From an optimization exercise on the open Yosys and OpenROAD flow, aimed at small area; shortcuts taken in it are not production practice.
At most, simulation tests tie the RTL to the original design; equivalence was not proved.
The flow treats the clock pin as an ideal source, which a real chip does not have.
Power and IR drop assume default switching activity.

==> fjord <==
==> flow/design.v <==
package tft_pkg;
	typedef struct packed {
		logic [4:0] red;
		logic [5:0] green;
		logic [4:0] blue;
	} rgb565_t;
	typedef struct packed {
		logic [7:0] red;
		logic [7:0] green;
		logic [7:0] blue;
	} rgb888_t;
	typedef struct packed {
		logic pixel_stb;
		logic hblank;
		logic vblank;
	} tft_sync_t;
	typedef struct packed {
		rgb888_t rgb;
		logic    de;
	} tft_pixel_t;
	typedef struct packed {
		logic        req;
		logic [23:0] addr;
	} mem_req_t;
endpackage
`timescale 1ns/1ps
module tft_timing (
	input  logic               clk,
	input  logic               n_reset,
	output tft_pkg::tft_sync_t sync,
	output logic               flush,
	output logic               first,
	output logic               near_stb
);
logic [2:0] div_cnt;
logic       pixel_stb;
logic [4:0] h_cnt;
logic [2:0] v_cnt;
logic       div_end;
assign div_end = &div_cnt;
always_ff @(posedge clk, negedge n_reset) begin
	if (!n_reset) begin
		div_cnt   <= '0;
		pixel_stb <= 1'b0;
		h_cnt     <= 5'd12;
		v_cnt     <= 3'd6;
	end else begin
		div_cnt   <= div_cnt + 1'b1;
		pixel_stb <= div_end;
		if (div_end) begin
			if (&h_cnt) begin
				h_cnt <= 5'd12;
				v_cnt <= v_cnt + 1'b1;
			end else
				h_cnt <= h_cnt + 1'b1;
		end
	end
end
assign sync  = {pixel_stb, ~h_cnt[4], v_cnt[2] & v_cnt[1]};
assign flush = v_cnt == 3'd6;
assign first = div_cnt == 3'd1;
assign near_stb = div_cnt == 3'd0 | div_cnt[2] & (div_cnt[1] | div_cnt[0]);
endmodule
`timescale 1ns/1ps
module tft_fetch (
	input  logic                clk,
	input  logic                n_reset,
	input  tft_pkg::tft_sync_t  sync,
	input  logic                flush,
	input  logic                first,
	input  logic                near_stb,
	output tft_pkg::mem_req_t   mem,
	input  logic                rdy,
	input  logic                ifrdy,
	input  tft_pkg::rgb565_t    data,
	output tft_pkg::tft_pixel_t pixel,
	output logic                underrun
);
logic        req;
logic        accept;
logic        keep;
logic        pop;
logic        avail;
logic        shift;
logic [2:0]  beat;    
logic [2:0]  level;   
logic [2:0]  wp;      
logic [2:0]  rp;      
logic        show;    
logic        de;
logic [6:0]  ofs;     
logic [15:0] store [4];
logic [15:0] shown;
assign accept = req & rdy;
assign keep   = ifrdy & ~beat[2] & ~(beat[1] & beat[0]) & ~flush;
assign pop    = sync.pixel_stb & ~sync.hblank & ~sync.vblank;
assign avail  = (wp != rp) | keep;
assign shift  = pop & avail;
assign req = ~flush & (~level[2] & ~level[1] | level == 3'd2 & show & near_stb);
always_ff @(posedge clk, negedge n_reset) begin
	if (!n_reset)
		beat <= '0;
	else if (ifrdy)
		beat <= beat + 1'b1;
end
always_ff @(posedge clk, negedge n_reset) begin
	if (!n_reset) begin
		de   <= 1'b0;
		show <= 1'b0;
	end else begin
		de <= ~sync.hblank & ~sync.vblank;
		if (sync.pixel_stb)
			show <= shift;
	end
end
always_ff @(posedge clk) begin
	if (flush) begin
		level <= '0;
		wp    <= '0;
		rp    <= '0;
		ofs   <= '0;
	end else begin
		level <= level + (accept ? 3'd3 : 3'd0) - ((sync.pixel_stb & show) ? 3'd1 : 3'd0);
		if (keep)
			wp <= wp + 1'b1;
		if (shift)
			rp <= rp + 1'b1;
		if (accept)
			ofs <= ofs + 7'd3;
	end
end
always_ff @(posedge clk) begin
	if (keep)
		store[wp[1:0]] <= data;
end
always_comb begin
	shown = '0;
	for (int i = 0; i < 4; i++)
		if (show && rp[1:0] == 2'(i + 1))
			shown = shown | store[i];
end
assign mem      = {req, 4'hf, 13'd0, ofs};
assign pixel    = {shown[15:11], 3'b000, shown[10:5], 2'b00, shown[4:0], 3'b000, de};
assign underrun = de & ~show & first;
endmodule
`timescale 1ns/1ps
module tft_top (
	input  logic                clk,
	input  logic                n_reset,
	output tft_pkg::mem_req_t   mem,
	input  logic                rdy,
	input  logic                ifrdy,
	input  tft_pkg::rgb565_t    data,
	output tft_pkg::tft_pixel_t pixel,
	output tft_pkg::tft_sync_t  sync,
	output logic                underrun
);
logic flush;
logic first;
logic near_stb;
tft_timing timing_i (
	.clk      (clk),
	.n_reset  (n_reset),
	.sync     (sync),
	.flush    (flush),
	.first    (first),
	.near_stb (near_stb)
);
tft_fetch fetch_i (
	.clk      (clk),
	.n_reset  (n_reset),
	.sync     (sync),
	.flush    (flush),
	.first    (first),
	.near_stb (near_stb),
	.mem      (mem),
	.rdy      (rdy),
	.ifrdy    (ifrdy),
	.data     (data),
	.pixel    (pixel),
	.underrun (underrun)
);
endmodule
==> flow/flow/run.sh <==
#!/bin/bash
# Standard ORFS layout with three changes: ports are buffered with buf_1,
# constants come from one tie cell per value, and CTS adds no dummy loads.
set -euo pipefail
export BUFFER_PORTS_ARGS="-buffer_cell sky130_fd_sc_hd__buf_1"
export SKIP_REPAIR_TIE_FANOUT=1
export CTS_ARGS="-sink_clustering_enable -repair_clock_nets -dont_use_dummy_load"
bash standard.sh synth > synth.log 2>&1
bash standard.sh "BUFFER_PORTS_ARGS=$BUFFER_PORTS_ARGS" "SKIP_REPAIR_TIE_FANOUT=$SKIP_REPAIR_TIE_FANOUT" "CTS_ARGS=$CTS_ARGS" finish > layout.log 2>&1
==> flow/standard.sh <==
#!/bin/bash
# synth_recipe.tcl (not shown) runs the flow's synth.tcl, then flattens the netlist and writes it again
# the make line also repeats each setting of config.mk as NAME=value (left out here)
make -C /OpenROAD-flow-scripts/flow DESIGN_CONFIG=/design/flow/config.mk WORK_HOME=/design/flow/orfs CLKGATE_MAP_FILE= SYNTH_SCRIPT=/design/flow/synth_recipe.tcl "${@:-finish}"
==> flow/config.mk <==
export PLATFORM = sky130hd
export DESIGN_NAME = tft_top
export DESIGN_NICKNAME = tft_top
export VERILOG_FILES = /design/flow/design.v
export SDC_FILE = /design/flow/constraint.sdc
export NUM_CORES = 4
export LEC_CHECK = 0
export CAP_MARGIN = 20
export CORE_MARGIN = 2
export CORE_UTILIZATION = 40
export SLEW_MARGIN = 20
==> flow/constraint.sdc <==
create_clock -name core_clock -period 10.0 [get_ports {clk}]
set_input_delay 2.0000 -clock core_clock [delete_from_list [all_inputs] [get_ports {clk}]]
set_output_delay 2.0000 -clock core_clock [all_outputs]
set_load 0.01 [all_outputs]
==> inputs of willow, as changes to fjord <==
--- a/flow/design.v
+++ b/flow/design.v
@@ -32,34 +32,30 @@
 	output logic               first,
 	output logic               near_stb
 );
-logic [2:0] div_cnt;
-logic       pixel_stb;
-logic [4:0] h_cnt;
-logic [2:0] v_cnt;
-logic       div_end;
-assign div_end = &div_cnt;
-always_ff @(posedge clk, negedge n_reset) begin
-	if (!n_reset) begin
-		div_cnt   <= '0;
-		pixel_stb <= 1'b0;
-		h_cnt     <= 5'd12;
-		v_cnt     <= 3'd6;
-	end else begin
-		div_cnt   <= div_cnt + 1'b1;
-		pixel_stb <= div_end;
-		if (div_end) begin
-			if (&h_cnt) begin
-				h_cnt <= 5'd12;
-				v_cnt <= v_cnt + 1'b1;
-			end else
-				h_cnt <= h_cnt + 1'b1;
-		end
+logic [10:0] cnt;
+logic [10:0] nxt;
+logic [11:0] cy;      
+logic [2:0]  div;
+logic [2:0]  line;
+assign div  = cnt[2:0];
+assign line = cnt[10:8];
+always_comb begin
+	cy[0] = 1'b1;
+	for (int i = 0; i < 11; i++) begin
+		nxt[i]    = cnt[i] ^ cy[i];
+		cy[i + 1] = cnt[i] & cy[i];
 	end
 end
-assign sync  = {pixel_stb, ~h_cnt[4], v_cnt[2] & v_cnt[1]};
-assign flush = v_cnt == 3'd6;
-assign first = div_cnt == 3'd1;
-assign near_stb = div_cnt == 3'd0 | div_cnt[2] & (div_cnt[1] | div_cnt[0]);
+always_ff @(posedge clk, negedge n_reset) begin
+	if (!n_reset)
+		cnt <= '0;
+	else
+		cnt <= {nxt[10:7], nxt[6:5] | {2{~nxt[7]}}, nxt[4:0]};
+end
+assign sync     = {div == 3'd0 & (cnt[7] | cnt[6]), ~cnt[7], ~line[2] & ~line[1]};
+assign flush    = line == 3'd0;
+assign first    = div == 3'd1;
+assign near_stb = div == 3'd0 | div[2] & (div[1] | div[0]);
 endmodule
 `timescale 1ns/1ps
 module tft_fetch (
@@ -96,12 +92,29 @@
 assign pop    = sync.pixel_stb & ~sync.hblank & ~sync.vblank;
 assign avail  = (wp != rp) | keep;
 assign shift  = pop & avail;
-assign req = ~flush & (~level[2] & ~level[1] | level == 3'd2 & show & near_stb);
+logic [2:0] rp_inc;
+logic [6:0] ofs_nxt;
+logic [7:0] oc;
+assign rp_inc = rp + 1'b1;
+function automatic logic [2:0] step3(input logic [2:0] v, input logic en);
+	step3 = {v[2] ^ (v[1] & v[0] & en), v[1] ^ (v[0] & en), v[0] ^ en};
+endfunction
+always_comb begin
+	ofs_nxt[0] = ofs[0] ^ accept;
+	oc[1]      = ofs[0] & accept;
+	ofs_nxt[1] = ofs[1] ^ accept ^ oc[1];
+	oc[2]      = accept & (ofs[1] | ofs[0]);
+	for (int i = 2; i < 7; i++) begin
+		ofs_nxt[i] = ofs[i] ^ oc[i];
+		oc[i + 1]  = ofs[i] & oc[i];
+	end
+end
+assign req   = ~flush & (ofs[2:0] == rp | ofs[2:0] == rp_inc & (~show | near_stb));
 always_ff @(posedge clk, negedge n_reset) begin
 	if (!n_reset)
 		beat <= '0;
-	else if (ifrdy)
-		beat <= beat + 1'b1;
+	else
+		beat <= step3(beat, ifrdy);
 end
 always_ff @(posedge clk, negedge n_reset) begin
 	if (!n_reset) begin
@@ -115,18 +128,13 @@
 end
 always_ff @(posedge clk) begin
 	if (flush) begin
-		level <= '0;
-		wp    <= '0;
-		rp    <= '0;
-		ofs   <= '0;
+		wp  <= '0;
+		rp  <= '0;
+		ofs <= '0;
 	end else begin
-		level <= level + (accept ? 3'd3 : 3'd0) - ((sync.pixel_stb & show) ? 3'd1 : 3'd0);
-		if (keep)
-			wp <= wp + 1'b1;
-		if (shift)
-			rp <= rp + 1'b1;
-		if (accept)
-			ofs <= ofs + 7'd3;
+		wp <= step3(wp, keep);
+		rp <= step3(rp, shift);
+		ofs <= ofs_nxt;
 	end
 end
 always_ff @(posedge clk) begin
--- a/flow/flow/run.sh
+++ b/flow/flow/run.sh
@@ -4,6 +4,6 @@
 set -euo pipefail
 export BUFFER_PORTS_ARGS="-buffer_cell sky130_fd_sc_hd__buf_1"
 export SKIP_REPAIR_TIE_FANOUT=1
-export CTS_ARGS="-sink_clustering_enable -repair_clock_nets -dont_use_dummy_load"
+export CTS_ARGS="-sink_clustering_enable -repair_clock_nets -dont_use_dummy_load -root_buf sky130_fd_sc_hd__clkbuf_8 -buf_list sky130_fd_sc_hd__clkbuf_4 -sink_clustering_size 8 -sink_clustering_max_diameter 30"
 bash standard.sh synth > synth.log 2>&1
 bash standard.sh "BUFFER_PORTS_ARGS=$BUFFER_PORTS_ARGS" "SKIP_REPAIR_TIE_FANOUT=$SKIP_REPAIR_TIE_FANOUT" "CTS_ARGS=$CTS_ARGS" finish > layout.log 2>&1
- CORE_UTILIZATION: 40 -> 70
==> comparison table <==
metric	willow	fjord
Met2 wire length	3210 microns	3720 microns
Critical path's largest stage delay	0.70 ns	0.73 ns
Clock sinks	93	97
Tightest Pin Transition	0.854 ns	0.932 ns
Total number of vias	2140	2453
Total number of placement rows	27	37
Run status	timing/DRC/antenna clean	timing/DRC/antenna clean
Die footprint	0.00624 sq mm	0.0115 sq mm
Cell internal pwr	506 uW	662 uW
Clock tree skew after final layout	0.0174 ns	0.0287 ns
Total track usage	21.5%	14.5%
Sequential cell area in the final layout	0.00258 sq mm	0.00267 sq mm
Post-route worst hold slack	0.473 ns	0.474 ns
Reported net switching power	123 uW	275 uW
Count of non-filler cells in the finished layout	370	481
Post-synthesis cell type count	35	48
FFs w/ async S/R, synth	17.2%	17.5%
Post-synthesis net count	321	371
Cells after DPL	361	472
Global routing met2 resource utilization	36.3%	22.5%
GPL Wtd Cong	0.691	0.726
Fraction of layout cells with a size suffix above 1	5.37%	5.22%
Only the layout flow was run in fjord; the RTL was not checked for function there.

* * *

==> run a: inputs <==
tft_top, a different RTL version from the one above (not shown whole).
==> module tft_fetch, before the edit <==
module tft_fetch (
	input  logic                clk,
	input  logic                n_reset,
	input  tft_pkg::tft_sync_t  sync,
	input  logic                flush,
	input  logic                first,
	input  logic                near_stb,
	output tft_pkg::mem_req_t   mem,
	input  logic                rdy,
	input  logic                ifrdy,
	input  tft_pkg::rgb565_t    data,
	output tft_pkg::tft_pixel_t pixel,
	output logic                underrun
);
logic        req;
logic        accept;
logic        keep;
logic        pop;
logic        avail;
logic        shift;
logic        pending;  
logic [2:0]  beat;     
logic [6:0]  kept;     
logic [2:0]  rp;       
logic [2:0]  rp_inc;
logic [6:0]  kept_inc;
logic [7:0]  kc;
logic        show;     
logic        de;
logic [15:0] store [4];
logic [15:0] shown;
function automatic logic [2:0] step3(input logic [2:0] v, input logic en);
	step3 = {v[2] ^ (v[1] & v[0] & en), v[1] ^ (v[0] & en), v[0] ^ en};
endfunction
always_comb begin
	kc[0] = keep;
	for (int i = 0; i < 7; i++) begin
		kept_inc[i] = kept[i] ^ kc[i];
		kc[i + 1]   = kept[i] & kc[i];
	end
end
assign rp_inc = rp + 1'b1;
assign accept = req & rdy;
assign keep   = ifrdy & ~beat[2] & ~(beat[1] & beat[0]) & ~flush;
assign pop    = sync.pixel_stb & ~sync.hblank & ~sync.vblank;
assign avail  = (kept[2:0] != rp) | keep;
assign shift  = pop & avail;
assign req = ~flush & ~pending &
	(kept[2:0] == rp | kept[2:0] == rp_inc & (~show | near_stb));
always_ff @(posedge clk, negedge n_reset) begin
	if (!n_reset)
		beat <= '0;
	else
		beat <= step3(beat, ifrdy);
end
always_ff @(posedge clk, negedge n_reset) begin
	if (!n_reset) begin
		de   <= 1'b0;
		show <= 1'b0;
	end else begin
		de <= ~sync.hblank & ~sync.vblank;
		if (sync.pixel_stb)
			show <= shift;
	end
end
always_ff @(posedge clk) begin
	if (flush) begin
		pending <= 1'b0;
		kept    <= '0;
		rp      <= '0;
	end else begin
		if (accept)
			pending <= 1'b1;
		else if (keep & beat[1])
			pending <= 1'b0;
		kept <= kept_inc;
		rp   <= step3(rp, shift);
	end
end
always_ff @(posedge clk) begin
	if (keep)
		store[kept[1:0]] <= data;
end
always_comb begin
	shown = '0;
	for (int i = 0; i < 4; i++)
		if (show && rp[1:0] == 2'(i + 1))
			shown = shown | store[i];
end
assign mem      = {req, 4'hf, 13'd0, kept};
assign pixel    = {shown[15:11], 3'b000, shown[10:5], 2'b00, shown[4:0], 3'b000, de};
assign underrun = de & ~show & first;
endmodule
clock: 10.0 ns
lec_check: 0
cap_margin: 20
core_margin: 2
core_utilization: 40
slew_margin: 20
standard.sh (not shown) runs the stock make flow with config.mk's settings and CLKGATE_MAP_FILE= SYNTH_SCRIPT=/design/flow/synth_recipe.tcl, a recipe that flattens the netlist after the stock synthesis.
==> flow/flow/run.sh <==
#!/bin/bash
# Standard ORFS layout with these changes: ports are buffered with buf_1,
# constants come from one tie cell per value, CTS adds no dummy loads and a
# post-CTS step (post_cts.tcl) downsizes clock buffers while the flip-flop
# clock slew stays low, and power recovery downsizes non-critical gates.
set -euo pipefail
export BUFFER_PORTS_ARGS="-buffer_cell sky130_fd_sc_hd__buf_1"
export SKIP_REPAIR_TIE_FANOUT=1
export CTS_ARGS="-sink_clustering_enable -repair_clock_nets -dont_use_dummy_load"
export POST_CTS_TCL="$PWD/flow/post_cts.tcl"
bash standard.sh synth > synth.log 2>&1
bash standard.sh "BUFFER_PORTS_ARGS=$BUFFER_PORTS_ARGS" \
	"SKIP_REPAIR_TIE_FANOUT=$SKIP_REPAIR_TIE_FANOUT" \
	"CTS_ARGS=$CTS_ARGS" \
	"POST_CTS_TCL=$POST_CTS_TCL" \
	RECOVER_POWER=100 \
	finish > layout.log 2>&1
==> flow/flow/post_cts.tcl <==
# Downsize clock buffers where the flip-flop clock pins keep a slew below
# slew_limit (in the library's time unit, ns) by the placement estimate.
set slew_limit 0.120
set sizes {sky130_fd_sc_hd__clkbuf_2 sky130_fd_sc_hd__clkbuf_4}
set block [ord::get_db_block]

proc clock_sink_slew {} {
  set worst 0.0
  foreach pin [get_pins -hierarchical */CLK] {
    set s [get_property $pin slew_max]
    if {$s > $worst} { set worst $s }
  }
  return $worst
}

estimate_parasitics -placement
set bufs {}
foreach inst [$block getInsts] {
  if {[[$inst getMaster] getName] eq "sky130_fd_sc_hd__clkbuf_8"} {
    set net [[$inst findITerm X] getNet]
    if {$net ne "NULL" && [$net getSigType] eq "CLOCK"} { lappend bufs [$inst getName] }
  }
}
puts "post_cts: clock buffers $bufs, worst sink slew [clock_sink_slew]"
foreach name $bufs {
  set kept sky130_fd_sc_hd__clkbuf_8
  foreach size $sizes {
    replace_cell $name $size
    estimate_parasitics -placement
    set w [clock_sink_slew]
    if {$w <= $slew_limit} {
      set kept $size
      break
    }
  }
  if {$kept eq "sky130_fd_sc_hd__clkbuf_8"} { replace_cell $name $kept; estimate_parasitics -placement }
  puts "post_cts: $name -> $kept (worst sink slew [clock_sink_slew])"
}
==> run b: changes against run a <==
--- a/flow/design.v
+++ b/flow/design.v
@@ -79,33 +79,36 @@
 logic        avail;
 logic        shift;
-logic        pending;  
-logic [2:0]  beat;     
-logic [6:0]  kept;     
-logic [2:0]  rp;       
-logic [2:0]  rp_inc;
-logic [6:0]  kept_inc;
-logic [7:0]  kc;
-logic        show;     
+logic [2:0]  beat;    
+logic [2:0]  level;   
+logic [2:0]  wp;      
+logic [2:0]  rp;      
+logic        show;    
 logic        de;
+logic [6:0]  ofs;     
 logic [15:0] store [4];
 logic [15:0] shown;
+assign accept = req & rdy;
+assign keep   = ifrdy & ~beat[2] & ~(beat[1] & beat[0]) & ~flush;
+assign pop    = sync.pixel_stb & ~sync.hblank & ~sync.vblank;
+assign avail  = (wp != rp) | keep;
+assign shift  = pop & avail;
+logic [2:0] rp_inc;
+logic [6:0] ofs_nxt;
+logic [7:0] oc;
+assign rp_inc = rp + 1'b1;
 function automatic logic [2:0] step3(input logic [2:0] v, input logic en);
 	step3 = {v[2] ^ (v[1] & v[0] & en), v[1] ^ (v[0] & en), v[0] ^ en};
 endfunction
 always_comb begin
-	kc[0] = keep;
-	for (int i = 0; i < 7; i++) begin
-		kept_inc[i] = kept[i] ^ kc[i];
-		kc[i + 1]   = kept[i] & kc[i];
+	ofs_nxt[0] = ofs[0] ^ accept;
+	oc[1]      = ofs[0] & accept;
+	ofs_nxt[1] = ofs[1] ^ accept ^ oc[1];
+	oc[2]      = accept & (ofs[1] | ofs[0]);
+	for (int i = 2; i < 7; i++) begin
+		ofs_nxt[i] = ofs[i] ^ oc[i];
+		oc[i + 1]  = ofs[i] & oc[i];
 	end
 end
-assign rp_inc = rp + 1'b1;
-assign accept = req & rdy;
-assign keep   = ifrdy & ~beat[2] & ~(beat[1] & beat[0]) & ~flush;
-assign pop    = sync.pixel_stb & ~sync.hblank & ~sync.vblank;
-assign avail  = (kept[2:0] != rp) | keep;
-assign shift  = pop & avail;
-assign req = ~flush & ~pending &
-	(kept[2:0] == rp | kept[2:0] == rp_inc & (~show | near_stb));
+assign req   = ~flush & (ofs[2:0] == rp | ofs[2:0] == rp_inc & (~show | near_stb));
 always_ff @(posedge clk, negedge n_reset) begin
 	if (!n_reset)
@@ -126,19 +129,16 @@
 always_ff @(posedge clk) begin
 	if (flush) begin
-		pending <= 1'b0;
-		kept    <= '0;
-		rp      <= '0;
+		wp  <= '0;
+		rp  <= '0;
+		ofs <= '0;
 	end else begin
-		if (accept)
-			pending <= 1'b1;
-		else if (keep & beat[1])
-			pending <= 1'b0;
-		kept <= kept_inc;
-		rp   <= step3(rp, shift);
+		wp <= step3(wp, keep);
+		rp <= step3(rp, shift);
+		ofs <= ofs_nxt;
 	end
 end
 always_ff @(posedge clk) begin
 	if (keep)
-		store[kept[1:0]] <= data;
+		store[wp[1:0]] <= data;
 end
 always_comb begin
@@ -148,5 +148,5 @@
 			shown = shown | store[i];
 end
-assign mem      = {req, 4'hf, 13'd0, kept};
+assign mem      = {req, 4'hf, 13'd0, ofs};
 assign pixel    = {shown[15:11], 3'b000, shown[10:5], 2'b00, shown[4:0], 3'b000, de};
 assign underrun = de & ~show & first;
==> flow/flow/run.sh (replaced) <==
#!/bin/bash
# Standard ORFS layout with three changes: ports are buffered with buf_1,
# constants come from one tie cell per value, and CTS adds no dummy loads.
set -euo pipefail
export BUFFER_PORTS_ARGS="-buffer_cell sky130_fd_sc_hd__buf_1"
export SKIP_REPAIR_TIE_FANOUT=1
export CTS_ARGS="-sink_clustering_enable -repair_clock_nets -dont_use_dummy_load"
bash standard.sh synth > synth.log 2>&1
bash standard.sh "BUFFER_PORTS_ARGS=$BUFFER_PORTS_ARGS" "SKIP_REPAIR_TIE_FANOUT=$SKIP_REPAIR_TIE_FANOUT" "CTS_ARGS=$CTS_ARGS" finish > layout.log 2>&1
GPL_TIMING_DRIVEN = 0   (was unset)
removed: flow/flow/post_cts.tcl
==> notes <==
- Against run b, the flip-flop and latch count of run a is lower by 2.
- Against run b, the global-route usage of run a is lower by 0.75 points.
- Against run a, the maximum frequency of run b is lower by about 2%.
- In run b the sequential share of layout area is lower than in run a, by 6.8 points.
==> figures <==
Result of the run: run a complete, no violations; run b complete, no violations
Flop and latch count out of synthesis: run a 91; run b 93
Vias in the first global route: run a 1,995; run b 2,241
Initial detailed-routing violation count: run a 107; run b 105
Portion of synthesized cell area occupied by the leading cell type: run a 50.8%; run b 48.9%
Per-instance average area after synthesis: run a 14.5 um^2; run b 14.2 um^2
Gate count of the mapped netlist: run a 262; run b 277
Standard-cell row count: run a 35; run b 36
Routed length on met1: run a 3.03 mm; run b 3.23 mm
FFs & Latches: run a 91; run b 93

==> afterwards: timing with drivers on the ports <==
No port has a modelled driver above. Below, the same layouts with a new extraction and two added sets of constraints. Step 1 sets driving cells, clkbuf_16 on the clock port and buf_2 on the other inputs (assumed; they add their load-dependent delay and slew). Step 2 also shifts input and output timing later by t, the mid clock arrival at the registers, as if the neighbouring blocks saw the same clock. Three values: ideal ports, drivers, drivers and shift; two values: the first two.
| run | shift t [ns] | setup WS [ns] | clock arrival spread, ns | worst slew at a driven data input, ns |
|---|---|---|---|---|
| fjord | 0.391 | 5.853 / 5.818 / 6.181 | 0.034 / 0.035 | 0.04 |
| willow | 0.359 | 5.567 / 5.536 / 5.895 | 0.018 / 0.018 | 0.03 |
| run a | 0.505 | 5.661 / 5.632 / 6.130 | 0.043 / 0.044 | 0.04 |
| run b | 0.366 | 5.573 / 5.544 / 5.911 | 0.032 / 0.031 | 0.05 |
After both steps every run listed still meets setup and hold.
